From an optimization exercise on the open Yosys and OpenROAD flow, aimed at small area, a short achievable clock period and few clock cycles; shortcuts taken in it are not production practice.
RTL that was checked went through simulation tests only; none was proved equivalent to the original.
Function not checked in run 1: the RTL went through the layout flow alone.
Power and IR drop assume default switching activity.

==> flow/design.v (outline; a module is shown in full before it is edited, if it fits) <==
// module mac_ctrl_fsm: 72 lines
// module mac_lane_multiplier: 3002 lines
// module mac_fa: 4 lines
// module mac_ha: 4 lines
// module mac_acc_csa: 758 lines
// module mac_accumulator: 198 lines
// module mac_add16: 9 lines
// module mac_step16: 16 lines
// module mac_inc16: 8 lines
// module mac_top: 141 lines
module mac_top #(
  parameter int NR = 4       
) (
  input  logic         clk,
  input  logic         reset,
  input  logic         cmd_valid,
  output logic         cmd_ready,
  input  logic [11:0]  cmd,
  input  logic         beat_valid,
  output logic         beat_ready,
  input  logic [63:0]  beat,
  output logic         res_valid,
  input  logic         res_ready,
  output logic [127:0] res
);
  // ...
==> flow/flow/run.sh <==
#!/bin/bash
# Layout flow: the standard flow (standard.sh: ORFS synthesis, floorplan,
# placement, clock tree, routing and finish, all unchanged) with one change:
# its timing repair (after floorplan, after clock tree synthesis and after
# global routing) is asked for setup slack beyond what the 12.5 ns clock needs,
# so that it sizes and buffers the design for a shorter achieved period.
# The clock period, the SDC, the synthesis, the port buffers, the clock tree
# and the power grid are the standard flow's.  make's whole output goes to
# flow.log here; each ORFS step also keeps its own log under orfs/logs/.
set -euo pipefail
export SETUP_SLACK_MARGIN=8.2
bash standard.sh > flow.log 2>&1
==> flow/standard.sh <==
#!/bin/bash
# synth_recipe.tcl (not shown) runs the flow's synth.tcl, then flattens the netlist and writes it again
# the make line also repeats each setting of config.mk as NAME=value (left out here)
make -C /OpenROAD-flow-scripts/flow DESIGN_CONFIG=/design/flow/config.mk WORK_HOME=/design/flow/orfs CLKGATE_MAP_FILE= SYNTH_SCRIPT=/design/flow/synth_recipe.tcl "${@:-finish}"
==> flow/config.mk <==
export PLATFORM = sky130hd
export DESIGN_NAME = mac_top
export DESIGN_NICKNAME = mac_top
export VERILOG_FILES = /design/flow/design.v
export SDC_FILE = /design/flow/constraint.sdc
export NUM_CORES = 4
export LEC_CHECK = 0
export CAP_MARGIN = 20
export CORE_MARGIN = 2
export CORE_UTILIZATION = 40
export SLEW_MARGIN = 20
export SYNTH_HIERARCHICAL = 1
==> flow/constraint.sdc <==
create_clock -name core_clock -period 12.5 [get_ports {clk}]
set_input_delay 2.5000 -clock core_clock [delete_from_list [all_inputs] [get_ports {clk}]]
set_output_delay 2.5000 -clock core_clock [all_outputs]
set_load 0.01 [all_outputs]
==> results_dict.tcl, run 1 <==
set metrics [dict create \
    layout_min_cycle_time_ns 4.30 \
    yosysWarningCount 19 \
    cts_setup_buffers 8 \
    number_of_antenna_violations_at_the_first_check_in_global_routing 15 \
    design.die.area_um2 158000 \
    grt_start_max_net_pins 78 \
    dp_cells 7940 \
    path_cells "buf_4 -> inv_2 -> nand2_1 -> a21o_1 -> ha_1 -> inv_1 -> fa_1 -> fa_1 -> and4b_1 -> a31oi_1" \
    cap_violations 0 \
    timing.hold.worst.start "r2_dual" \
    cp_data_required_time_ns 13.03 \
    stdcell_area_um2 67300 \
    outcome "no timing/DRC/antenna violations" \
    worst-r2r-setup-slack_ns 8.20 \
    fill_cells 14600 \
    holdPathEnd "u_acc.acc_dual" \
    worst-endpoint-arrival_ns 4.83 \
    holdWs_ns 0.326 \
    top_register "r2_rows" \
    layout.area.top_class "multi-input gates" \
    gr_layer_usage_met3_pct 6.55 \
    hold_path.class "flip-flop to flip-flop" \
    count_of_non_cts_inverters_in_the_layout 358 \
    busiest_metal_layer_after_global_routing "met2" \
    layout.non_clock_buffers 351 \
    synthesis.area_um2 61800 \
    top_signal_layer_used "met5" \
]
==> module mac_accumulator, before the edit <==
module mac_accumulator #(
  parameter int NR = 4
) (
  input  logic           clk,
  input  logic           reset,
  input  logic           v,         
  input  logic           last,      
  input  logic           keep,      
  input  logic           single,    
  input  logic           dual,
  input  logic           quad,
  input  logic [NR*64-1:0] rows,
  input  logic [3:0]     ob,
  output logic           res_valid,
  input  logic           res_ready,
  output logic [127:0]   res
);
  logic [63:0]  low, high;
  logic [3:1]   pl;          
  logic [63:0]  base;
  logic [3:1]   plk;
  logic [3:0]   ft;          
  logic [63:0]  x, y;
  logic [2:0]   cc0, cc1, cc2, cc3;
  logic [63:0]  low_d;
  logic [3:0]   co;          
  logic [3:0]   e;
  logic [2:0]   p_cc0, p_cc1, p_cc2, p_cc3;
  logic [3:0]   p_cpa, p_e;
  logic         acc_single, acc_dual;
  logic [3:0]   dm, dz, dp, dq;
  logic [63:0]  h_m1, h_p1, h_p2, hp;
  logic         acc_done;
  logic         move;
  logic [127:0] unpacked;
  assign base = keep ? low : 64'd0;
  assign plk  = keep ? pl : 3'd0;
  assign ft   = {1'b1, single, ~quad, single};
  mac_acc_csa u_csa (
    .base (base),
    .rows (rows),
    .cut  ({single, ~quad, single}),
    .x    (x),
    .y    (y),
    .cc0  (cc0),
    .cc1  (cc1),
    .cc2  (cc2),
    .cc3  (cc3)
  );
  for (genvar c = 0; c < 4; c++) begin : g_add
    mac_add16 u_add (
      .a  (x[16*c +: 16]),
      .b  (y[16*c +: 16]),
      .ci (c == 0 ? 1'b0 : plk[c]),
      .s  (low_d[16*c +: 16]),
      .co (co[c])
    );
  end
  assign e = ~ob & ft;
  always_ff @(posedge clk) begin
    low   <= low_d;
    pl    <= co[2:0] & ~ft[2:0];
    p_cc0 <= cc0;
    p_cc1 <= cc1;
    p_cc2 <= cc2;
    p_cc3 <= cc3;
    p_cpa <= co & ft;
    p_e   <= e;
    acc_single <= single;
    acc_dual   <= dual;
  end
  always_comb begin
    logic [NR-1:0] b;
    logic any, two;
    for (int k = 0; k < 4; k++) begin
      case (k)
        0: b = {p_cc0, p_cpa[0]};
        1: b = {p_cc1, p_cpa[1]};
        2: b = {p_cc2, p_cpa[2]};
        default: b = {p_cc3, p_cpa[3]};
      endcase
      any = |b;
      two = 1'b0;
      for (int i = 0; i < NR; i++)
        for (int j = i + 1; j < NR; j++)
          two = two | (b[i] & b[j]);
      dm[k] = p_e[k] & ~any;
      dp[k] = p_e[k] ? two : (any & ~two);
      dq[k] = ~p_e[k] & two;
      dz[k] = ~(dm[k] | dp[k] | dq[k]);
    end
  end
  function automatic integer fbot(input integer c, input logic sg, input logic du);
    fbot = sg ? c : du ? (c & 2) : 0;
  endfunction
  function automatic integer ftop(input integer c, input logic sg, input logic du);
    ftop = sg ? c : du ? (c | 1) : 3;
  endfunction
  logic [3:0] a1, a0, a2;         
  logic [15:0] c_m1 [4], c_p1 [4], c_p2 [4];
  for (genvar c = 0; c < 4; c++) begin : g_step
    mac_step16 u_step (
      .h  (high[16*c +: 16]),
      .m1 (c_m1[c]),
      .p1 (c_p1[c]),
      .p2 (c_p2[c]),
      .a1 (a1[c]),
      .a0 (a0[c]),
      .a2 (a2[c])
    );
  end
  always_comb begin
    for (int c = 0; c < 4; c++) begin
      integer s;
      logic lo1, lo0, lq1;        
      s = fbot(c, acc_single, acc_dual);
      lo1 = 1'b1;
      lo0 = 1'b1;
      lq1 = 1'b1;
      for (int k = 0; k < 3; k++) begin
        if (k >= s && k < c) begin
          lo1 = lo1 & a1[k];
          lo0 = lo0 & a0[k];
          lq1 = lq1 & ((k == s) ? a2[k] : a1[k]);
        end
      end
      h_m1[16*c +: 16] = lo0 ? c_m1[c] : high[16*c +: 16];
      h_p1[16*c +: 16] = lo1 ? c_p1[c] : high[16*c +: 16];
      h_p2[16*c +: 16] = (s == c) ? c_p2[c] : lq1 ? c_p1[c] : high[16*c +: 16];
    end
  end
  always_comb begin
    for (int c = 0; c < 4; c++) begin
      integer f;
      f = ftop(c, acc_single, acc_dual);
      hp[16*c +: 16] = ({16{dm[f]}} & h_m1[16*c +: 16]) | ({16{dz[f]}} & high[16*c +: 16])
                     | ({16{dp[f]}} & h_p1[16*c +: 16]) | ({16{dq[f]}} & h_p2[16*c +: 16]);
    end
  end
  always_ff @(posedge clk) begin
    high <= keep ? hp : 64'd0;
  end
  logic [3:0]  ci;            
  logic [3:0]  fc;            
  logic [63:0] low_f, high_f;
  logic [3:0]  em, ez, ep, eq;
  logic [15:0] l_p1 [4];
  logic [3:0]  la1;           
  for (genvar c = 0; c < 4; c++) begin : g_linc
    mac_inc16 u_inc (
      .h  (low[16*c +: 16]),
      .p1 (l_p1[c]),
      .a1 (la1[c])
    );
  end
  always_comb begin
    for (int c = 0; c < 4; c++) begin
      if (fbot(c, acc_single, acc_dual) == c) ci[c] = 1'b0;
      else ci[c] = pl[c] | (ci[c-1] & la1[c-1]);
      low_f[16*c +: 16] = ci[c] ? l_p1[c] : low[16*c +: 16];
      fc[c] = (ftop(c, acc_single, acc_dual) == c) & ci[c] & la1[c];
    end
    em = dm & ~fc;
    ez = (dz & ~fc) | (dm & fc);
    ep = (dp & ~fc) | (dz & fc);
    eq = dq | (dp & fc);
    for (int c = 0; c < 4; c++) begin
      integer f;
      f = ftop(c, acc_single, acc_dual);
      high_f[16*c +: 16] = ({16{em[f]}} & h_m1[16*c +: 16]) | ({16{ez[f]}} & high[16*c +: 16])
                         | ({16{ep[f]}} & h_p1[16*c +: 16]) | ({16{eq[f]}} & h_p2[16*c +: 16]);
    end
  end
  always_comb begin
    for (int m = 0; m < 8; m++) begin
      if (acc_single)
        unpacked[16*m +: 16] = (m % 2 == 0) ? low_f[16*(m/2) +: 16] : high_f[16*(m/2) +: 16];
      else if (acc_dual)
        unpacked[16*m +: 16] = (m % 4 < 2) ? low_f[16*(2*(m/4) + m%4) +: 16]
                                           : high_f[16*(2*(m/4) + m%4 - 2) +: 16];
      else
        unpacked[16*m +: 16] = (m < 4) ? low_f[16*m +: 16] : high_f[16*(m-4) +: 16];
    end
  end
  assign move = acc_done & ~res_valid;
  always_ff @(posedge clk) begin
    if (reset) begin
      acc_done  <= 1'b0;
      res_valid <= 1'b0;
    end else begin
      acc_done  <= (v & last) | (acc_done & ~move);
      res_valid <= move | (res_valid & ~res_ready);
    end
  end
  always_ff @(posedge clk) begin
    if (move) res <= unpacked;
  end
endmodule
==> module mac_top, before the edit <==
module mac_top #(
  parameter int NR = 4       
) (
  input  logic         clk,
  input  logic         reset,
  input  logic         cmd_valid,
  output logic         cmd_ready,
  input  logic [11:0]  cmd,
  input  logic         beat_valid,
  output logic         beat_ready,
  input  logic [63:0]  beat,
  output logic         res_valid,
  input  logic         res_ready,
  output logic [127:0] res
);
  logic        beat_fire, beat_first, beat_last;
  logic [3:0]  beat_cfg;
  logic        cfg_single, cfg_dual, cfg_quad;
  logic [31:0] r1_aD, r1_aH, r1_aX;
  logic [15:0] r1_one, r1_two, r1_neg, r1_negH, r1_negX;
  logic [3:0]  r1_uS;
  logic [1:0]  r1_uD;
  logic        r1_uQ;
  logic [15:0] bo_one, bo_two, bo_neg;
  logic        r1_v, r1_first, r1_last, r1_acc, r1_sgn, r1_single, r1_dual, r1_quad;
  logic [NR*64-1:0] m_rows, r2_rows;
  logic [3:0]  m_ob, r2_ob;
  logic        r2_v, r2_last, r2_keep, r2_single, r2_dual, r2_quad;
  mac_ctrl_fsm u_ctrl (
    .clk        (clk),
    .reset      (reset),
    .cmd_valid  (cmd_valid),
    .cmd_ready  (cmd_ready),
    .cmd        (cmd),
    .beat_valid (beat_valid),
    .beat_ready (beat_ready),
    .res_fire   (res_valid & res_ready),
    .beat_fire  (beat_fire),
    .beat_first (beat_first),
    .beat_last  (beat_last),
    .beat_cfg   (beat_cfg)
  );
  assign cfg_dual   = (beat_cfg[1:0] == 2'b01);
  assign cfg_quad   = (beat_cfg[1:0] == 2'b10);
  assign cfg_single = ~(cfg_dual | cfg_quad);
  always_comb begin
    for (int k = 0; k < 16; k++) begin
      logic b2, b1, b0;
      b2 = beat[2*k+1];
      b1 = beat[2*k];
      if (k == 0)       b0 = 1'b0;
      else if (k == 8)  b0 = beat[15] & cfg_quad;
      else if (k % 4 == 0) b0 = beat[2*k-1] & ~cfg_single;
      else              b0 = beat[2*k-1];
      bo_one[k] = b1 ^ b0;
      bo_two[k] = (b2 & ~b1 & ~b0) | (~b2 & b1 & b0);
      bo_neg[k] = b2 & ~(b1 & b0);
    end
  end
  always_ff @(posedge clk) begin
    if (reset) r1_v <= 1'b0;
    else       r1_v <= beat_fire;
  end
  always_ff @(posedge clk) begin
    r1_aD     <= beat[63:32] & {32{beat_fire}};
    r1_aH     <= beat[63:32] & {32{beat_fire & ~cfg_single}};
    r1_aX     <= beat[63:32] & {32{beat_fire & cfg_quad}};
    r1_one    <= bo_one;
    r1_two    <= bo_two;
    r1_neg    <= bo_neg & {16{beat_fire}};
    r1_negH   <= bo_neg & {16{beat_fire & ~cfg_single}};
    r1_negX   <= bo_neg & {16{beat_fire & cfg_quad}};
    r1_uS     <= {beat[31], beat[23], beat[15], beat[7]} & {4{beat_fire & ~beat_cfg[3] & cfg_single}};
    r1_uD     <= {beat[31], beat[15]} & {2{beat_fire & ~beat_cfg[3] & cfg_dual}};
    r1_uQ     <= beat[31] & beat_fire & ~beat_cfg[3] & cfg_quad;
    r1_first  <= beat_first;
    r1_last   <= beat_last;
    r1_acc    <= beat_cfg[2];
    r1_sgn    <= beat_fire & beat_cfg[3];
  end
  always_ff @(posedge clk) begin
    if (reset) begin
      r1_single <= 1'b1;
      r1_dual   <= 1'b0;
      r1_quad   <= 1'b0;
    end else if (beat_fire) begin
      r1_single <= cfg_single;
      r1_dual   <= cfg_dual;
      r1_quad   <= cfg_quad;
    end
  end
  mac_lane_multiplier u_mult (
    .aD     (r1_aD),
    .aH     (r1_aH),
    .aX     (r1_aX),
    .one    (r1_one),
    .two    (r1_two),
    .neg    (r1_neg),
    .negH   (r1_negH),
    .negX   (r1_negX),
    .sgn    (r1_sgn),
    .single (r1_single),
    .dual   (r1_dual),
    .quad   (r1_quad),
    .uS     (r1_uS),
    .uD     (r1_uD),
    .uQ     (r1_uQ),
    .rows   (m_rows),
    .ob     (m_ob)
  );
  always_ff @(posedge clk) begin
    if (reset) r2_v <= 1'b0;
    else       r2_v <= r1_v;
  end
  always_ff @(posedge clk) begin
    r2_rows   <= m_rows;
    r2_ob     <= m_ob;
    r2_last   <= r1_last;
    r2_keep   <= ~(r1_v & (r1_first | ~r1_acc));
    r2_single <= r1_single;
    r2_dual   <= r1_dual;
    r2_quad   <= r1_quad;
  end
  mac_accumulator #(
    .NR (NR)
  ) u_acc (
    .clk       (clk),
    .reset     (reset),
    .v         (r2_v),
    .last      (r2_last),
    .keep      (r2_keep),
    .single    (r2_single),
    .dual      (r2_dual),
    .quad      (r2_quad),
    .rows      (r2_rows),
    .ob        (r2_ob),
    .res_valid (res_valid),
    .res_ready (res_ready),
    .res       (res)
  );
endmodule
==> run 2, diff against run 1 <==
--- a/flow/design.v
+++ b/flow/design.v
@@ -3561,157 +3561,157 @@
   mac_fa u_fs121 (.a(rows[57]), .b(rows[121]), .ci(rows[185]), .s(fs121), .co(fc122));
   mac_fa u_fs123 (.a(rows[58]), .b(rows[122]), .ci(rows[186]), .s(fs123), .co(fc124));
   mac_fa u_fs125 (.a(rows[59]), .b(rows[123]), .ci(rows[187]), .s(fs125), .co(fc126));
   mac_fa u_fs127 (.a(rows[60]), .b(rows[124]), .ci(rows[188]), .s(fs127), .co(fc128));
   mac_fa u_fs129 (.a(rows[61]), .b(rows[125]), .ci(rows[189]), .s(fs129), .co(fc130));
   mac_fa u_fs131 (.a(rows[62]), .b(rows[126]), .ci(rows[190]), .s(fs131), .co(fc132));
   mac_fa u_fs133 (.a(rows[63]), .b(rows[127]), .ci(rows[191]), .s(fs133), .co(fc134));
   mac_ha u_hs135 (.a(rows[128]), .b(rows[192]), .s(hs135), .co(hc136));
-  mac_fa u_fs137 (.a(rows[193]), .b(base[1]), .ci(hc2), .s(fs137), .co(fc138));
-  mac_fa u_fs139 (.a(rows[194]), .b(base[2]), .ci(fc4), .s(fs139), .co(fc140));
-  mac_fa u_fs141 (.a(rows[195]), .b(base[3]), .ci(fc6), .s(fs141), .co(fc142));
-  mac_fa u_fs143 (.a(rows[196]), .b(base[4]), .ci(fc8), .s(fs143), .co(fc144));
-  mac_fa u_fs145 (.a(rows[197]), .b(base[5]), .ci(fc10), .s(fs145), .co(fc146));
-  mac_fa u_fs147 (.a(rows[198]), .b(base[6]), .ci(fc12), .s(fs147), .co(fc148));
-  mac_fa u_fs149 (.a(rows[199]), .b(base[7]), .ci(fc14), .s(fs149), .co(fc150));
-  mac_fa u_fs151 (.a(rows[200]), .b(base[8]), .ci(fc16), .s(fs151), .co(fc152));
-  mac_fa u_fs153 (.a(rows[201]), .b(base[9]), .ci(fc18), .s(fs153), .co(fc154));
-  mac_fa u_fs155 (.a(rows[202]), .b(base[10]), .ci(fc20), .s(fs155), .co(fc156));
-  mac_fa u_fs157 (.a(rows[203]), .b(base[11]), .ci(fc22), .s(fs157), .co(fc158));
-  mac_fa u_fs159 (.a(rows[204]), .b(base[12]), .ci(fc24), .s(fs159), .co(fc160));
-  mac_fa u_fs161 (.a(rows[205]), .b(base[13]), .ci(fc26), .s(fs161), .co(fc162));
-  mac_fa u_fs163 (.a(rows[206]), .b(base[14]), .ci(fc28), .s(fs163), .co(fc164));
-  mac_fa u_fs165 (.a(rows[207]), .b(base[15]), .ci(fc30), .s(fs165), .co(fc166));
+  mac_fa u_fs137 (.a(rows[193]), .b(hc2), .ci(fs3), .s(fs137), .co(fc138));
+  mac_fa u_fs139 (.a(rows[194]), .b(fc4), .ci(fs5), .s(fs139), .co(fc140));
+  mac_fa u_fs141 (.a(rows[195]), .b(fc6), .ci(fs7), .s(fs141), .co(fc142));
+  mac_fa u_fs143 (.a(rows[196]), .b(fc8), .ci(fs9), .s(fs143), .co(fc144));
+  mac_fa u_fs145 (.a(rows[197]), .b(fc10), .ci(fs11), .s(fs145), .co(fc146));
+  mac_fa u_fs147 (.a(rows[198]), .b(fc12), .ci(fs13), .s(fs147), .co(fc148));
+  mac_fa u_fs149 (.a(rows[199]), .b(fc14), .ci(fs15), .s(fs149), .co(fc150));
+  mac_fa u_fs151 (.a(rows[200]), .b(fc16), .ci(fs17), .s(fs151), .co(fc152));
+  mac_fa u_fs153 (.a(rows[201]), .b(fc18), .ci(fs19), .s(fs153), .co(fc154));
+  mac_fa u_fs155 (.a(rows[202]), .b(fc20), .ci(fs21), .s(fs155), .co(fc156));
+  mac_fa u_fs157 (.a(rows[203]), .b(fc22), .ci(fs23), .s(fs157), .co(fc158));
+  mac_fa u_fs159 (.a(rows[204]), .b(fc24), .ci(fs25), .s(fs159), .co(fc160));
+  mac_fa u_fs161 (.a(rows[205]), .b(fc26), .ci(fs27), .s(fs161), .co(fc162));
+  mac_fa u_fs163 (.a(rows[206]), .b(fc28), .ci(fs29), .s(fs163), .co(fc164));
+  mac_fa u_fs165 (.a(rows[207]), .b(fc30), .ci(fs31), .s(fs165), .co(fc166));
   assign cp167 = fc166 & ncut[0];
   assign cd168 = fc166 & cut[0];
-  mac_fa u_fs169 (.a(rows[208]), .b(base[16]), .ci(fs35), .s(fs169), .co(fc170));
-  mac_fa u_fs171 (.a(rows[209]), .b(base[17]), .ci(fc36), .s(fs171), .co(fc172));
-  mac_fa u_fs173 (.a(rows[210]), .b(base[18]), .ci(fc38), .s(fs173), .co(fc174));
-  mac_fa u_fs175 (.a(rows[211]), .b(base[19]), .ci(fc40), .s(fs175), .co(fc176));
-  mac_fa u_fs177 (.a(rows[212]), .b(base[20]), .ci(fc42), .s(fs177), .co(fc178));
-  mac_fa u_fs179 (.a(rows[213]), .b(base[21]), .ci(fc44), .s(fs179), .co(fc180));
-  mac_fa u_fs181 (.a(rows[214]), .b(base[22]), .ci(fc46), .s(fs181), .co(fc182));
-  mac_fa u_fs183 (.a(rows[215]), .b(base[23]), .ci(fc48), .s(fs183), .co(fc184));
-  mac_fa u_fs185 (.a(rows[216]), .b(base[24]), .ci(fc50), .s(fs185), .co(fc186));
-  mac_fa u_fs187 (.a(rows[217]), .b(base[25]), .ci(fc52), .s(fs187), .co(fc188));
-  mac_fa u_fs189 (.a(rows[218]), .b(base[26]), .ci(fc54), .s(fs189), .co(fc190));
-  mac_fa u_fs191 (.a(rows[219]), .b(base[27]), .ci(fc56), .s(fs191), .co(fc192));
-  mac_fa u_fs193 (.a(rows[220]), .b(base[28]), .ci(fc58), .s(fs193), .co(fc194));
-  mac_fa u_fs195 (.a(rows[221]), .b(base[29]), .ci(fc60), .s(fs195), .co(fc196));
-  mac_fa u_fs197 (.a(rows[222]), .b(base[30]), .ci(fc62), .s(fs197), .co(fc198));
-  mac_fa u_fs199 (.a(rows[223]), .b(base[31]), .ci(fc64), .s(fs199), .co(fc200));
+  mac_fa u_fs169 (.a(rows[208]), .b(fs35), .ci(cp33), .s(fs169), .co(fc170));
+  mac_fa u_fs171 (.a(rows[209]), .b(fc36), .ci(fs37), .s(fs171), .co(fc172));
+  mac_fa u_fs173 (.a(rows[210]), .b(fc38), .ci(fs39), .s(fs173), .co(fc174));
+  mac_fa u_fs175 (.a(rows[211]), .b(fc40), .ci(fs41), .s(fs175), .co(fc176));
+  mac_fa u_fs177 (.a(rows[212]), .b(fc42), .ci(fs43), .s(fs177), .co(fc178));
+  mac_fa u_fs179 (.a(rows[213]), .b(fc44), .ci(fs45), .s(fs179), .co(fc180));
+  mac_fa u_fs181 (.a(rows[214]), .b(fc46), .ci(fs47), .s(fs181), .co(fc182));
+  mac_fa u_fs183 (.a(rows[215]), .b(fc48), .ci(fs49), .s(fs183), .co(fc184));
+  mac_fa u_fs185 (.a(rows[216]), .b(fc50), .ci(fs51), .s(fs185), .co(fc186));
+  mac_fa u_fs187 (.a(rows[217]), .b(fc52), .ci(fs53), .s(fs187), .co(fc188));
+  mac_fa u_fs189 (.a(rows[218]), .b(fc54), .ci(fs55), .s(fs189), .co(fc190));
+  mac_fa u_fs191 (.a(rows[219]), .b(fc56), .ci(fs57), .s(fs191), .co(fc192));
+  mac_fa u_fs193 (.a(rows[220]), .b(fc58), .ci(fs59), .s(fs193), .co(fc194));
+  mac_fa u_fs195 (.a(rows[221]), .b(fc60), .ci(fs61), .s(fs195), .co(fc196));
+  mac_fa u_fs197 (.a(rows[222]), .b(fc62), .ci(fs63), .s(fs197), .co(fc198));
+  mac_fa u_fs199 (.a(rows[223]), .b(fc64), .ci(fs65), .s(fs199), .co(fc200));
   assign cp201 = fc200 & ncut[1];
   assign cd202 = fc200 & cut[1];
-  mac_fa u_fs203 (.a(rows[224]), .b(base[32]), .ci(fs69), .s(fs203), .co(fc204));
-  mac_fa u_fs205 (.a(rows[225]), .b(base[33]), .ci(fc70), .s(fs205), .co(fc206));
-  mac_fa u_fs207 (.a(rows[226]), .b(base[34]), .ci(fc72), .s(fs207), .co(fc208));
-  mac_fa u_fs209 (.a(rows[227]), .b(base[35]), .ci(fc74), .s(fs209), .co(fc210));
-  mac_fa u_fs211 (.a(rows[228]), .b(base[36]), .ci(fc76), .s(fs211), .co(fc212));
-  mac_fa u_fs213 (.a(rows[229]), .b(base[37]), .ci(fc78), .s(fs213), .co(fc214));
-  mac_fa u_fs215 (.a(rows[230]), .b(base[38]), .ci(fc80), .s(fs215), .co(fc216));
-  mac_fa u_fs217 (.a(rows[231]), .b(base[39]), .ci(fc82), .s(fs217), .co(fc218));
-  mac_fa u_fs219 (.a(rows[232]), .b(base[40]), .ci(fc84), .s(fs219), .co(fc220));
-  mac_fa u_fs221 (.a(rows[233]), .b(base[41]), .ci(fc86), .s(fs221), .co(fc222));
-  mac_fa u_fs223 (.a(rows[234]), .b(base[42]), .ci(fc88), .s(fs223), .co(fc224));
-  mac_fa u_fs225 (.a(rows[235]), .b(base[43]), .ci(fc90), .s(fs225), .co(fc226));
-  mac_fa u_fs227 (.a(rows[236]), .b(base[44]), .ci(fc92), .s(fs227), .co(fc228));
-  mac_fa u_fs229 (.a(rows[237]), .b(base[45]), .ci(fc94), .s(fs229), .co(fc230));
-  mac_fa u_fs231 (.a(rows[238]), .b(base[46]), .ci(fc96), .s(fs231), .co(fc232));
-  mac_fa u_fs233 (.a(rows[239]), .b(base[47]), .ci(fc98), .s(fs233), .co(fc234));
+  mac_fa u_fs203 (.a(rows[224]), .b(fs69), .ci(cp67), .s(fs203), .co(fc204));
+  mac_fa u_fs205 (.a(rows[225]), .b(fc70), .ci(fs71), .s(fs205), .co(fc206));
+  mac_fa u_fs207 (.a(rows[226]), .b(fc72), .ci(fs73), .s(fs207), .co(fc208));
+  mac_fa u_fs209 (.a(rows[227]), .b(fc74), .ci(fs75), .s(fs209), .co(fc210));
+  mac_fa u_fs211 (.a(rows[228]), .b(fc76), .ci(fs77), .s(fs211), .co(fc212));
+  mac_fa u_fs213 (.a(rows[229]), .b(fc78), .ci(fs79), .s(fs213), .co(fc214));
+  mac_fa u_fs215 (.a(rows[230]), .b(fc80), .ci(fs81), .s(fs215), .co(fc216));
+  mac_fa u_fs217 (.a(rows[231]), .b(fc82), .ci(fs83), .s(fs217), .co(fc218));
+  mac_fa u_fs219 (.a(rows[232]), .b(fc84), .ci(fs85), .s(fs219), .co(fc220));
+  mac_fa u_fs221 (.a(rows[233]), .b(fc86), .ci(fs87), .s(fs221), .co(fc222));
+  mac_fa u_fs223 (.a(rows[234]), .b(fc88), .ci(fs89), .s(fs223), .co(fc224));
+  mac_fa u_fs225 (.a(rows[235]), .b(fc90), .ci(fs91), .s(fs225), .co(fc226));
+  mac_fa u_fs227 (.a(rows[236]), .b(fc92), .ci(fs93), .s(fs227), .co(fc228));
+  mac_fa u_fs229 (.a(rows[237]), .b(fc94), .ci(fs95), .s(fs229), .co(fc230));
+  mac_fa u_fs231 (.a(rows[238]), .b(fc96), .ci(fs97), .s(fs231), .co(fc232));
+  mac_fa u_fs233 (.a(rows[239]), .b(fc98), .ci(fs99), .s(fs233), .co(fc234));
   assign cp235 = fc234 & ncut[2];
   assign cd236 = fc234 & cut[2];
-  mac_fa u_fs237 (.a(rows[240]), .b(base[48]), .ci(fs103), .s(fs237), .co(fc238));
-  mac_fa u_fs239 (.a(rows[241]), .b(base[49]), .ci(fc104), .s(fs239), .co(fc240));
-  mac_fa u_fs241 (.a(rows[242]), .b(base[50]), .ci(fc106), .s(fs241), .co(fc242));
-  mac_fa u_fs243 (.a(rows[243]), .b(base[51]), .ci(fc108), .s(fs243), .co(fc244));
-  mac_fa u_fs245 (.a(rows[244]), .b(base[52]), .ci(fc110), .s(fs245), .co(fc246));
-  mac_fa u_fs247 (.a(rows[245]), .b(base[53]), .ci(fc112), .s(fs247), .co(fc248));
-  mac_fa u_fs249 (.a(rows[246]), .b(base[54]), .ci(fc114), .s(fs249), .co(fc250));
-  mac_fa u_fs251 (.a(rows[247]), .b(base[55]), .ci(fc116), .s(fs251), .co(fc252));
-  mac_fa u_fs253 (.a(rows[248]), .b(base[56]), .ci(fc118), .s(fs253), .co(fc254));
-  mac_fa u_fs255 (.a(rows[249]), .b(base[57]), .ci(fc120), .s(fs255), .co(fc256));
-  mac_fa u_fs257 (.a(rows[250]), .b(base[58]), .ci(fc122), .s(fs257), .co(fc258));
-  mac_fa u_fs259 (.a(rows[251]), .b(base[59]), .ci(fc124), .s(fs259), .co(fc260));
-  mac_fa u_fs261 (.a(rows[252]), .b(base[60]), .ci(fc126), .s(fs261), .co(fc262));
-  mac_fa u_fs263 (.a(rows[253]), .b(base[61]), .ci(fc128), .s(fs263), .co(fc264));
-  mac_fa u_fs265 (.a(rows[254]), .b(base[62]), .ci(fc130), .s(fs265), .co(fc266));
-  mac_fa u_fs267 (.a(rows[255]), .b(base[63]), .ci(fc132), .s(fs267), .co(fc268));
-  mac_ha u_hs269 (.a(base[0]), .b(hs135), .s(hs269), .co(hc270));
-  mac_fa u_fs271 (.a(hc136), .b(fs3), .ci(fs137), .s(fs271), .co(fc272));
-  mac_fa u_fs273 (.a(fs5), .b(fc138), .ci(fs139), .s(fs273), .co(fc274));
-  mac_fa u_fs275 (.a(fs7), .b(fc140), .ci(fs141), .s(fs275), .co(fc276));
-  mac_fa u_fs277 (.a(fs9), .b(fc142), .ci(fs143), .s(fs277), .co(fc278));
-  mac_fa u_fs279 (.a(fs11), .b(fc144), .ci(fs145), .s(fs279), .co(fc280));
-  mac_fa u_fs281 (.a(fs13), .b(fc146), .ci(fs147), .s(fs281), .co(fc282));
-  mac_fa u_fs283 (.a(fs15), .b(fc148), .ci(fs149), .s(fs283), .co(fc284));
-  mac_fa u_fs285 (.a(fs17), .b(fc150), .ci(fs151), .s(fs285), .co(fc286));
-  mac_fa u_fs287 (.a(fs19), .b(fc152), .ci(fs153), .s(fs287), .co(fc288));
-  mac_fa u_fs289 (.a(fs21), .b(fc154), .ci(fs155), .s(fs289), .co(fc290));
-  mac_fa u_fs291 (.a(fs23), .b(fc156), .ci(fs157), .s(fs291), .co(fc292));
-  mac_fa u_fs293 (.a(fs25), .b(fc158), .ci(fs159), .s(fs293), .co(fc294));
-  mac_fa u_fs295 (.a(fs27), .b(fc160), .ci(fs161), .s(fs295), .co(fc296));
-  mac_fa u_fs297 (.a(fs29), .b(fc162), .ci(fs163), .s(fs297), .co(fc298));
-  mac_fa u_fs299 (.a(fs31), .b(fc164), .ci(fs165), .s(fs299), .co(fc300));
+  mac_fa u_fs237 (.a(rows[240]), .b(fs103), .ci(cp101), .s(fs237), .co(fc238));
+  mac_fa u_fs239 (.a(rows[241]), .b(fc104), .ci(fs105), .s(fs239), .co(fc240));
+  mac_fa u_fs241 (.a(rows[242]), .b(fc106), .ci(fs107), .s(fs241), .co(fc242));
+  mac_fa u_fs243 (.a(rows[243]), .b(fc108), .ci(fs109), .s(fs243), .co(fc244));
+  mac_fa u_fs245 (.a(rows[244]), .b(fc110), .ci(fs111), .s(fs245), .co(fc246));
+  mac_fa u_fs247 (.a(rows[245]), .b(fc112), .ci(fs113), .s(fs247), .co(fc248));
+  mac_fa u_fs249 (.a(rows[246]), .b(fc114), .ci(fs115), .s(fs249), .co(fc250));
+  mac_fa u_fs251 (.a(rows[247]), .b(fc116), .ci(fs117), .s(fs251), .co(fc252));
+  mac_fa u_fs253 (.a(rows[248]), .b(fc118), .ci(fs119), .s(fs253), .co(fc254));
+  mac_fa u_fs255 (.a(rows[249]), .b(fc120), .ci(fs121), .s(fs255), .co(fc256));
+  mac_fa u_fs257 (.a(rows[250]), .b(fc122), .ci(fs123), .s(fs257), .co(fc258));
+  mac_fa u_fs259 (.a(rows[251]), .b(fc124), .ci(fs125), .s(fs259), .co(fc260));
+  mac_fa u_fs261 (.a(rows[252]), .b(fc126), .ci(fs127), .s(fs261), .co(fc262));
+  mac_fa u_fs263 (.a(rows[253]), .b(fc128), .ci(fs129), .s(fs263), .co(fc264));
+  mac_fa u_fs265 (.a(rows[254]), .b(fc130), .ci(fs131), .s(fs265), .co(fc266));
+  mac_fa u_fs267 (.a(rows[255]), .b(fc132), .ci(fs133), .s(fs267), .co(fc268));
+  mac_ha u_hs269 (.a(hs135), .b(hs1), .s(hs269), .co(hc270));
+  mac_fa u_fs271 (.a(hc136), .b(base[1]), .ci(fs137), .s(fs271), .co(fc272));
+  mac_fa u_fs273 (.a(fc138), .b(base[2]), .ci(fs139), .s(fs273), .co(fc274));
+  mac_fa u_fs275 (.a(fc140), .b(base[3]), .ci(fs141), .s(fs275), .co(fc276));
+  mac_fa u_fs277 (.a(fc142), .b(base[4]), .ci(fs143), .s(fs277), .co(fc278));
+  mac_fa u_fs279 (.a(fc144), .b(base[5]), .ci(fs145), .s(fs279), .co(fc280));
+  mac_fa u_fs281 (.a(fc146), .b(base[6]), .ci(fs147), .s(fs281), .co(fc282));
+  mac_fa u_fs283 (.a(fc148), .b(base[7]), .ci(fs149), .s(fs283), .co(fc284));
+  mac_fa u_fs285 (.a(fc150), .b(base[8]), .ci(fs151), .s(fs285), .co(fc286));
+  mac_fa u_fs287 (.a(fc152), .b(base[9]), .ci(fs153), .s(fs287), .co(fc288));
+  mac_fa u_fs289 (.a(fc154), .b(base[10]), .ci(fs155), .s(fs289), .co(fc290));
+  mac_fa u_fs291 (.a(fc156), .b(base[11]), .ci(fs157), .s(fs291), .co(fc292));
+  mac_fa u_fs293 (.a(fc158), .b(base[12]), .ci(fs159), .s(fs293), .co(fc294));
+  mac_fa u_fs295 (.a(fc160), .b(base[13]), .ci(fs161), .s(fs295), .co(fc296));
+  mac_fa u_fs297 (.a(fc162), .b(base[14]), .ci(fs163), .s(fs297), .co(fc298));
+  mac_fa u_fs299 (.a(fc164), .b(base[15]), .ci(fs165), .s(fs299), .co(fc300));
   assign cp301 = fc300 & ncut[0];
   assign cd302 = fc300 & cut[0];
-  mac_fa u_fs303 (.a(cp33), .b(cp167), .ci(fs169), .s(fs303), .co(fc304));
-  mac_fa u_fs305 (.a(fs37), .b(fc170), .ci(fs171), .s(fs305), .co(fc306));
-  mac_fa u_fs307 (.a(fs39), .b(fc172), .ci(fs173), .s(fs307), .co(fc308));
-  mac_fa u_fs309 (.a(fs41), .b(fc174), .ci(fs175), .s(fs309), .co(fc310));
-  mac_fa u_fs311 (.a(fs43), .b(fc176), .ci(fs177), .s(fs311), .co(fc312));
-  mac_fa u_fs313 (.a(fs45), .b(fc178), .ci(fs179), .s(fs313), .co(fc314));
-  mac_fa u_fs315 (.a(fs47), .b(fc180), .ci(fs181), .s(fs315), .co(fc316));
-  mac_fa u_fs317 (.a(fs49), .b(fc182), .ci(fs183), .s(fs317), .co(fc318));
-  mac_fa u_fs319 (.a(fs51), .b(fc184), .ci(fs185), .s(fs319), .co(fc320));
-  mac_fa u_fs321 (.a(fs53), .b(fc186), .ci(fs187), .s(fs321), .co(fc322));
-  mac_fa u_fs323 (.a(fs55), .b(fc188), .ci(fs189), .s(fs323), .co(fc324));
-  mac_fa u_fs325 (.a(fs57), .b(fc190), .ci(fs191), .s(fs325), .co(fc326));
-  mac_fa u_fs327 (.a(fs59), .b(fc192), .ci(fs193), .s(fs327), .co(fc328));
-  mac_fa u_fs329 (.a(fs61), .b(fc194), .ci(fs195), .s(fs329), .co(fc330));
-  mac_fa u_fs331 (.a(fs63), .b(fc196), .ci(fs197), .s(fs331), .co(fc332));
-  mac_fa u_fs333 (.a(fs65), .b(fc198), .ci(fs199), .s(fs333), .co(fc334));
+  mac_fa u_fs303 (.a(base[16]), .b(cp167), .ci(fs169), .s(fs303), .co(fc304));
+  mac_fa u_fs305 (.a(fc170), .b(base[17]), .ci(fs171), .s(fs305), .co(fc306));
+  mac_fa u_fs307 (.a(fc172), .b(base[18]), .ci(fs173), .s(fs307), .co(fc308));
+  mac_fa u_fs309 (.a(fc174), .b(base[19]), .ci(fs175), .s(fs309), .co(fc310));
+  mac_fa u_fs311 (.a(fc176), .b(base[20]), .ci(fs177), .s(fs311), .co(fc312));
+  mac_fa u_fs313 (.a(fc178), .b(base[21]), .ci(fs179), .s(fs313), .co(fc314));
+  mac_fa u_fs315 (.a(fc180), .b(base[22]), .ci(fs181), .s(fs315), .co(fc316));
+  mac_fa u_fs317 (.a(fc182), .b(base[23]), .ci(fs183), .s(fs317), .co(fc318));
+  mac_fa u_fs319 (.a(fc184), .b(base[24]), .ci(fs185), .s(fs319), .co(fc320));
+  mac_fa u_fs321 (.a(fc186), .b(base[25]), .ci(fs187), .s(fs321), .co(fc322));
+  mac_fa u_fs323 (.a(fc188), .b(base[26]), .ci(fs189), .s(fs323), .co(fc324));
+  mac_fa u_fs325 (.a(fc190), .b(base[27]), .ci(fs191), .s(fs325), .co(fc326));
+  mac_fa u_fs327 (.a(fc192), .b(base[28]), .ci(fs193), .s(fs327), .co(fc328));
+  mac_fa u_fs329 (.a(fc194), .b(base[29]), .ci(fs195), .s(fs329), .co(fc330));
+  mac_fa u_fs331 (.a(fc196), .b(base[30]), .ci(fs197), .s(fs331), .co(fc332));
+  mac_fa u_fs333 (.a(fc198), .b(base[31]), .ci(fs199), .s(fs333), .co(fc334));
   assign cp335 = fc334 & ncut[1];
   assign cd336 = fc334 & cut[1];
-  mac_fa u_fs337 (.a(cp67), .b(cp201), .ci(fs203), .s(fs337), .co(fc338));
-  mac_fa u_fs339 (.a(fs71), .b(fc204), .ci(fs205), .s(fs339), .co(fc340));
-  mac_fa u_fs341 (.a(fs73), .b(fc206), .ci(fs207), .s(fs341), .co(fc342));
-  mac_fa u_fs343 (.a(fs75), .b(fc208), .ci(fs209), .s(fs343), .co(fc344));
-  mac_fa u_fs345 (.a(fs77), .b(fc210), .ci(fs211), .s(fs345), .co(fc346));
-  mac_fa u_fs347 (.a(fs79), .b(fc212), .ci(fs213), .s(fs347), .co(fc348));
-  mac_fa u_fs349 (.a(fs81), .b(fc214), .ci(fs215), .s(fs349), .co(fc350));
-  mac_fa u_fs351 (.a(fs83), .b(fc216), .ci(fs217), .s(fs351), .co(fc352));
-  mac_fa u_fs353 (.a(fs85), .b(fc218), .ci(fs219), .s(fs353), .co(fc354));
-  mac_fa u_fs355 (.a(fs87), .b(fc220), .ci(fs221), .s(fs355), .co(fc356));
-  mac_fa u_fs357 (.a(fs89), .b(fc222), .ci(fs223), .s(fs357), .co(fc358));
-  mac_fa u_fs359 (.a(fs91), .b(fc224), .ci(fs225), .s(fs359), .co(fc360));
-  mac_fa u_fs361 (.a(fs93), .b(fc226), .ci(fs227), .s(fs361), .co(fc362));
-  mac_fa u_fs363 (.a(fs95), .b(fc228), .ci(fs229), .s(fs363), .co(fc364));
-  mac_fa u_fs365 (.a(fs97), .b(fc230), .ci(fs231), .s(fs365), .co(fc366));
-  mac_fa u_fs367 (.a(fs99), .b(fc232), .ci(fs233), .s(fs367), .co(fc368));
+  mac_fa u_fs337 (.a(base[32]), .b(cp201), .ci(fs203), .s(fs337), .co(fc338));
+  mac_fa u_fs339 (.a(fc204), .b(base[33]), .ci(fs205), .s(fs339), .co(fc340));
+  mac_fa u_fs341 (.a(fc206), .b(base[34]), .ci(fs207), .s(fs341), .co(fc342));
+  mac_fa u_fs343 (.a(fc208), .b(base[35]), .ci(fs209), .s(fs343), .co(fc344));
+  mac_fa u_fs345 (.a(fc210), .b(base[36]), .ci(fs211), .s(fs345), .co(fc346));
+  mac_fa u_fs347 (.a(fc212), .b(base[37]), .ci(fs213), .s(fs347), .co(fc348));
+  mac_fa u_fs349 (.a(fc214), .b(base[38]), .ci(fs215), .s(fs349), .co(fc350));
+  mac_fa u_fs351 (.a(fc216), .b(base[39]), .ci(fs217), .s(fs351), .co(fc352));
+  mac_fa u_fs353 (.a(fc218), .b(base[40]), .ci(fs219), .s(fs353), .co(fc354));
+  mac_fa u_fs355 (.a(fc220), .b(base[41]), .ci(fs221), .s(fs355), .co(fc356));
+  mac_fa u_fs357 (.a(fc222), .b(base[42]), .ci(fs223), .s(fs357), .co(fc358));
+  mac_fa u_fs359 (.a(fc224), .b(base[43]), .ci(fs225), .s(fs359), .co(fc360));
+  mac_fa u_fs361 (.a(fc226), .b(base[44]), .ci(fs227), .s(fs361), .co(fc362));
+  mac_fa u_fs363 (.a(fc228), .b(base[45]), .ci(fs229), .s(fs363), .co(fc364));
+  mac_fa u_fs365 (.a(fc230), .b(base[46]), .ci(fs231), .s(fs365), .co(fc366));
+  mac_fa u_fs367 (.a(fc232), .b(base[47]), .ci(fs233), .s(fs367), .co(fc368));
   assign cp369 = fc368 & ncut[2];
   assign cd370 = fc368 & cut[2];
-  mac_fa u_fs371 (.a(cp101), .b(cp235), .ci(fs237), .s(fs371), .co(fc372));
-  mac_fa u_fs373 (.a(fs105), .b(fc238), .ci(fs239), .s(fs373), .co(fc374));
-  mac_fa u_fs375 (.a(fs107), .b(fc240), .ci(fs241), .s(fs375), .co(fc376));
-  mac_fa u_fs377 (.a(fs109), .b(fc242), .ci(fs243), .s(fs377), .co(fc378));
-  mac_fa u_fs379 (.a(fs111), .b(fc244), .ci(fs245), .s(fs379), .co(fc380));
-  mac_fa u_fs381 (.a(fs113), .b(fc246), .ci(fs247), .s(fs381), .co(fc382));
-  mac_fa u_fs383 (.a(fs115), .b(fc248), .ci(fs249), .s(fs383), .co(fc384));
-  mac_fa u_fs385 (.a(fs117), .b(fc250), .ci(fs251), .s(fs385), .co(fc386));
-  mac_fa u_fs387 (.a(fs119), .b(fc252), .ci(fs253), .s(fs387), .co(fc388));
-  mac_fa u_fs389 (.a(fs121), .b(fc254), .ci(fs255), .s(fs389), .co(fc390));
-  mac_fa u_fs391 (.a(fs123), .b(fc256), .ci(fs257), .s(fs391), .co(fc392));
-  mac_fa u_fs393 (.a(fs125), .b(fc258), .ci(fs259), .s(fs393), .co(fc394));
-  mac_fa u_fs395 (.a(fs127), .b(fc260), .ci(fs261), .s(fs395), .co(fc396));
-  mac_fa u_fs397 (.a(fs129), .b(fc262), .ci(fs263), .s(fs397), .co(fc398));
-  mac_fa u_fs399 (.a(fs131), .b(fc264), .ci(fs265), .s(fs399), .co(fc400));
-  mac_fa u_fs401 (.a(fs133), .b(fc266), .ci(fs267), .s(fs401), .co(fc402));
+  mac_fa u_fs371 (.a(base[48]), .b(cp235), .ci(fs237), .s(fs371), .co(fc372));
+  mac_fa u_fs373 (.a(fc238), .b(base[49]), .ci(fs239), .s(fs373), .co(fc374));
+  mac_fa u_fs375 (.a(fc240), .b(base[50]), .ci(fs241), .s(fs375), .co(fc376));
+  mac_fa u_fs377 (.a(fc242), .b(base[51]), .ci(fs243), .s(fs377), .co(fc378));
+  mac_fa u_fs379 (.a(fc244), .b(base[52]), .ci(fs245), .s(fs379), .co(fc380));
+  mac_fa u_fs381 (.a(fc246), .b(base[53]), .ci(fs247), .s(fs381), .co(fc382));
+  mac_fa u_fs383 (.a(fc248), .b(base[54]), .ci(fs249), .s(fs383), .co(fc384));
+  mac_fa u_fs385 (.a(fc250), .b(base[55]), .ci(fs251), .s(fs385), .co(fc386));
+  mac_fa u_fs387 (.a(fc252), .b(base[56]), .ci(fs253), .s(fs387), .co(fc388));
+  mac_fa u_fs389 (.a(fc254), .b(base[57]), .ci(fs255), .s(fs389), .co(fc390));
+  mac_fa u_fs391 (.a(fc256), .b(base[58]), .ci(fs257), .s(fs391), .co(fc392));
+  mac_fa u_fs393 (.a(fc258), .b(base[59]), .ci(fs259), .s(fs393), .co(fc394));
+  mac_fa u_fs395 (.a(fc260), .b(base[60]), .ci(fs261), .s(fs395), .co(fc396));
+  mac_fa u_fs397 (.a(fc262), .b(base[61]), .ci(fs263), .s(fs397), .co(fc398));
+  mac_fa u_fs399 (.a(fc264), .b(base[62]), .ci(fs265), .s(fs399), .co(fc400));
+  mac_fa u_fs401 (.a(fc266), .b(base[63]), .ci(fs267), .s(fs401), .co(fc402));
   assign x[0] = hs269;
-  assign y[0] = hs1;
+  assign y[0] = base[0];
   assign x[1] = hc270;
   assign y[1] = fs271;
   assign x[2] = fc272;
   assign y[2] = fs273;
   assign x[3] = fc274;
   assign y[3] = fs275;
   assign x[4] = fc276;
   assign y[4] = fs277;
@@ -3841,16 +3841,18 @@
 module mac_accumulator #(
   parameter int NR = 4
 ) (
   input  logic           clk,
   input  logic           reset,
   input  logic           v,         
   input  logic           last,      
   input  logic           keep,      
+  input  logic           first,     
+  input  logic           accum,     
   input  logic           single,    
   input  logic           dual,
   input  logic           quad,
   input  logic [NR*64-1:0] rows,
   input  logic [3:0]     ob,
   output logic           res_valid,
   input  logic           res_ready,
   output logic [127:0]   res
@@ -3973,17 +3975,17 @@
     for (int c = 0; c < 4; c++) begin
       integer f;
       f = ftop(c, acc_single, acc_dual);
       hp[16*c +: 16] = ({16{dm[f]}} & h_m1[16*c +: 16]) | ({16{dz[f]}} & high[16*c +: 16])
                      | ({16{dp[f]}} & h_p1[16*c +: 16]) | ({16{dq[f]}} & h_p2[16*c +: 16]);
     end
   end
   always_ff @(posedge clk) begin
-    high <= keep ? hp : 64'd0;
+    high <= (v & (first | ~accum)) ? 64'd0 : hp;
   end
   logic [3:0]  ci;            
   logic [3:0]  fc;            
   logic [63:0] low_f, high_f;
   logic [3:0]  em, ez, ep, eq;
   logic [15:0] l_p1 [4];
   logic [3:0]  la1;           
   for (genvar c = 0; c < 4; c++) begin : g_linc
@@ -4091,17 +4093,17 @@
   logic [15:0] r1_one, r1_two, r1_neg, r1_negH, r1_negX;
   logic [3:0]  r1_uS;
   logic [1:0]  r1_uD;
   logic        r1_uQ;
   logic [15:0] bo_one, bo_two, bo_neg;
   logic        r1_v, r1_first, r1_last, r1_acc, r1_sgn, r1_single, r1_dual, r1_quad;
   logic [NR*64-1:0] m_rows, r2_rows;
   logic [3:0]  m_ob, r2_ob;
-  logic        r2_v, r2_last, r2_keep, r2_single, r2_dual, r2_quad;
+  logic        r2_v, r2_last, r2_keep, r2_first, r2_acc, r2_single, r2_dual, r2_quad;
   mac_ctrl_fsm u_ctrl (
     .clk        (clk),
     .reset      (reset),
     .cmd_valid  (cmd_valid),
     .cmd_ready  (cmd_ready),
     .cmd        (cmd),
     .beat_valid (beat_valid),
     .beat_ready (beat_ready),
@@ -4183,28 +4185,32 @@
     if (reset) r2_v <= 1'b0;
     else       r2_v <= r1_v;
   end
   always_ff @(posedge clk) begin
     r2_rows   <= m_rows;
     r2_ob     <= m_ob;
     r2_last   <= r1_last;
     r2_keep   <= ~(r1_v & (r1_first | ~r1_acc));
+    r2_first  <= r1_first;
+    r2_acc    <= r1_acc;
     r2_single <= r1_single;
     r2_dual   <= r1_dual;
     r2_quad   <= r1_quad;
   end
   mac_accumulator #(
     .NR (NR)
   ) u_acc (
     .clk       (clk),
     .reset     (reset),
     .v         (r2_v),
     .last      (r2_last),
     .keep      (r2_keep),
+    .first     (r2_first),
+    .accum     (r2_acc),
     .single    (r2_single),
     .dual      (r2_dual),
     .quad      (r2_quad),
     .rows      (r2_rows),
     .ob        (r2_ob),
     .res_valid (res_valid),
     .res_ready (res_ready),
     .res       (res)
==> flow/flow/run.sh (replaced) <==
#!/bin/bash
# Layout flow: the standard flow (standard.sh: ORFS synthesis, floorplan,
# placement, clock tree, routing and finish, all unchanged) with two changes:
#  - its timing repair (after floorplan, after clock tree synthesis and after
#    global routing) is asked for setup slack beyond what the 12.5 ns clock
#    needs, so that it sizes and buffers the design for a shorter achieved
#    period;
#  - every port still gets its own buffer, but a plain buf_2 rather than the
#    delay cell buffer_ports picks by default.
# The clock period, the SDC, the synthesis, the clock tree and the power grid
# are the standard flow's.  make's whole output goes to flow.log here; each
# ORFS step also keeps its own log under orfs/logs/.
set -euo pipefail
export SETUP_SLACK_MARGIN=8.4
export BUFFER_PORTS_ARGS="-buffer_cell sky130_fd_sc_hd__buf_2"
bash standard.sh > flow.log 2>&1
==> run 2 against run 1 <==
- die area up 1.5%
- utilization is 0.73 points lower
- first-iteration DRC count grew 5.6%
- flip-flop and latch count grew 2
- clock skew shrank 0.0045 ns
==> results_dict.tcl, run 2 <==
set metrics [dict create \
    outcome "no timing/DRC/antenna violations" \
    p_clk_share_pct 21.6 \
    cts.sink_count 773 \
    cts.path.max_buffers 3 \
    ir_drop_uv 138 \
    worst-endpoint-arrival_ns 4.74 \
    measured_slew_at_the_worst_slew_check_pin_ns 1.33 \
    post_route_cells_drive_above_1_share_pct 12.0 \
    cts-root-buf "clkbuf_16" \
    die-height_um 400 \
    core_area_um2 156000 \
    cp_data_required_time_ns 13.12 \
    number_of_antenna_violations_at_the_first_check_in_global_routing 15 \
    power.combinational.fraction_pct 49.3 \
    min_period_over_period_pct 32.9 \
    route.detailed.wl_per_inst_um 25.5 \
    critPathMostFrequentCell "fa_1" \
    final_hold_viol_count 0 \
    synthesis.instances 6416 \
    maximum_frequency_from_static_timing_analysis_mhz 243 \
    critical_path.max_stage_delay_ns 1.04 \
    seq_power_share_pct 29.1 \
    grt_first_pass_wirelength_um 314000 \
    p_sw_uw 5840 \
    htree_num_levels 3 \
    sw_frac_of_total_pct 43.5 \
    top_register "r2_rows" \
    postSynthAreaPerCell_um2 9.77 \
    total_nets_final 6920 \
    r2r.worst_path.cells 8 \
    fin_skew_ns 0.0502 \
    path_clk_slew_ns 0.06 \
    top_level_ports 212 \
    insertion_delay_ns 0.75 \
    total_via_count_in_the_routed_design 48900 \
    hold_buffers 0 \
    grt_overflow 0 \
    cap_violations 0 \
    grt_start_max_net_pins 78 \
    endpoint_kind "flip-flop" \
    timing_max_transition_violations_final 0 \
    layout_min_cycle_time_ns 4.12 \
    maxSlewHeadroom_pct 10.2 \
    total_power_uw 13400 \
    p_leak_uw 0.0248 \
    post-route-drc-count 0 \
    setup_tns_final_ns 0 \
    viasPerCell 5.93 \
    power.density_nw_per_um2 200 \
    most_used_cells_in_the_layout_excluding_fill_and_tap_cells "xor2_1, dfxtp_1, fa_1, a22oi_1, nand2_1" \
    core.rowCount 145 \
    synthesis.area_um2 62700 \
    launching_element_type_of_the_critical_path "flip-flop" \
    worst-r2r-setup-slack_ns 8.38 \
    hpwl_um 150000 \
    rsz_0062_raised_after_global_routing "yes" \
    drt-initial-drc-count 5461 \
    tritoncts.num_buffers 92 \
    io_buffer_count 211 \
    critical_path.slowest_cell "o21ai_0" \
    initial_utilization_pct 40.2 \
    tritoncts_clock_tree "built" \
    setup_viol 0 \
    ant_nets 0 \
    critPathKind "flip-flop to flip-flop" \
    design.die.area_um2 160000 \
    number_of_iterations_in_the_first_detailed_routing_pass 9 \
    die-width_um 400 \
    gp_routability_congestion 0.946 \
    gr-usage-all-layers_pct 25.8 \
    cp_max_fo 19 \
    r2r-start "r1_aD[31]" \
    reg2reg_to "r2_rows[162]" \
    number_of_global_route_vias_before_repair 48200 \
    p_int_uw 7590 \
    fill_cells 15000 \
    cp-startpoint "r1_aD[31]" \
    routed_wl_um 210000 \
    path_cells "buf_4 -> inv_2 -> nor3_1 -> o21ai_0 -> fa_1 -> fa_1 -> fa_1 -> inv_1" \
    largest_registers "r2_rows x256, u_acc.res x128" \
    yosysWarningCount 19 \
    hold_path.class "flip-flop to flip-flop" \
    setup.worst_path.end "r2_rows[162]" \
    area_growth_syn_to_layout_pct 7.04 \
    largest_reg_flops 256 \
    layout.core_utilization_pct 43.0 \
    mostFrequentLayoutCell "xor2_1" \
]
[run 2: cell type report]
class / instances / area (um2) / area share (%)
repair buffers: 326 / 2030 / 3.03
clock buffers: 118 / 2610 / 3.88
inverters: 343 / 1290 / 1.92
clock inverters: 54 / 718 / 1.07
multi-input cells: 4566 / 40800 / 60.8
diodes: 4 / 10.0 / 0.0149
flip-flops and latches: 773 / 17000 / 25.4
well taps: 2058 / 2570 / 3.84
[run 2: what timing repair did]
item,in CTS,in global routing
setup endpoints to repair,165,148
gates resized for setup,35,53
cloned,2,0
pin swaps,13,10
setup buffers,11,8
[run 2: metrics by stage]
step | std cells | hold slack, ns | instance area, um2 | setup WS [ns]
2_1_floorplan | 6429 | 0.310 | 62700 | 8.43
3_3_place_gp | 8044 | 0.312 | 63100 | 7.78
3_5_place_dp | 8045 | 0.317 | 63100 | 7.73
4_1_cts | 8230 | 0.334 | 66700 | 8.37
5_1_grt | 8240 | 0.343 | 67100 | 8.30
6_report | 8242 | 0.329 | 67100 | 8.38
[run 2: worst max-delay path: cells and delay by family, from the launching register on]
kind	cells	cell delay, ns
AOI/OAI and AO/OA	1	1.04
adders and majority gates	3	1.60
and+or+nand+nor	1	0.12
buffers and inverters	3	0.82
DFF	1	0.40
[run 2: power by group through the flow]
stage / Clock [uW] / Sequential (uW) / Combinational [uW]
after global routing: 3060 / 3970 / 7310
after CTS: 2950 / 3880 / 6450
after global placement: 0 / 3910 / 6200
after detailed placement: 0 / 3920 / 6300
after floorplan: 0 / 3420 / 5610
final: 2900 / 3910 / 6610
[run 2: metal layers]
metal | global-route usage [%] | routed length [um] | vias up
met4 | 9.57 | 8520 | 22
met1 | 35.6 | 88200 | 24100
met2 | 38.4 | 90600 | 2793
li1 | - | - | 21400
met3 | 7.31 | 23000 | 536
met5 | 0 | 122 | -
[run 2: worst min-delay path by stage]
stage          slack (ns)     from             end  depth (start not counted)
2_1_floorplan        0.31  r1_last         r2_last                          0
3_3_place_gp         0.31  r2_dual  u_acc.acc_dual                          0
3_5_place_dp         0.32  r1_last         r2_last                          0
4_1_cts              0.33  r1_last         r2_last                          0
5_1_grt              0.34  r1_last         r2_last                          0
6_report             0.33  r1_last         r2_last                          0
Testbench counts of run 2, summed over its fixed seeds: cycles 16,047.

-- separate check: timing with driven ports --
How much do the figures lean on ideal ports? The routed layouts below were timed once more, with nothing changed but the port constraints.
Step 1, drivers: a clkbuf_16 drives clk and a buf_2 each remaining input, both assumed.
Step 2 times the ports against the registers' clock, not the clock port: input delays grow and output delays shrink by t, the midpoint of the rising clock arrivals with the driver on.
a / b / c = ideal ports / drivers / drivers and shift; a / b = the first two.
| run | t (ns) | slack for setup (ns) | slew at the worst register clock pin (ns) | worst data-port slew with drivers (ns) | cell pins on the clock port's net |
|---|---|---|---|---|---|
| run 1 | 0.788 | 8.200 / 8.200 / 7.578 | 0.08 / 0.08 | 0.08 | 1 |
| run 2 | 0.814 | 8.382 / 8.382 / 7.970 | 0.07 / 0.07 | 0.10 | 1 |
After both steps setup and hold are still met in every run listed. For run 1, which loses most, drivers alone change the setup slack by 0.000 ns; drivers and shift together by -0.622 ns.
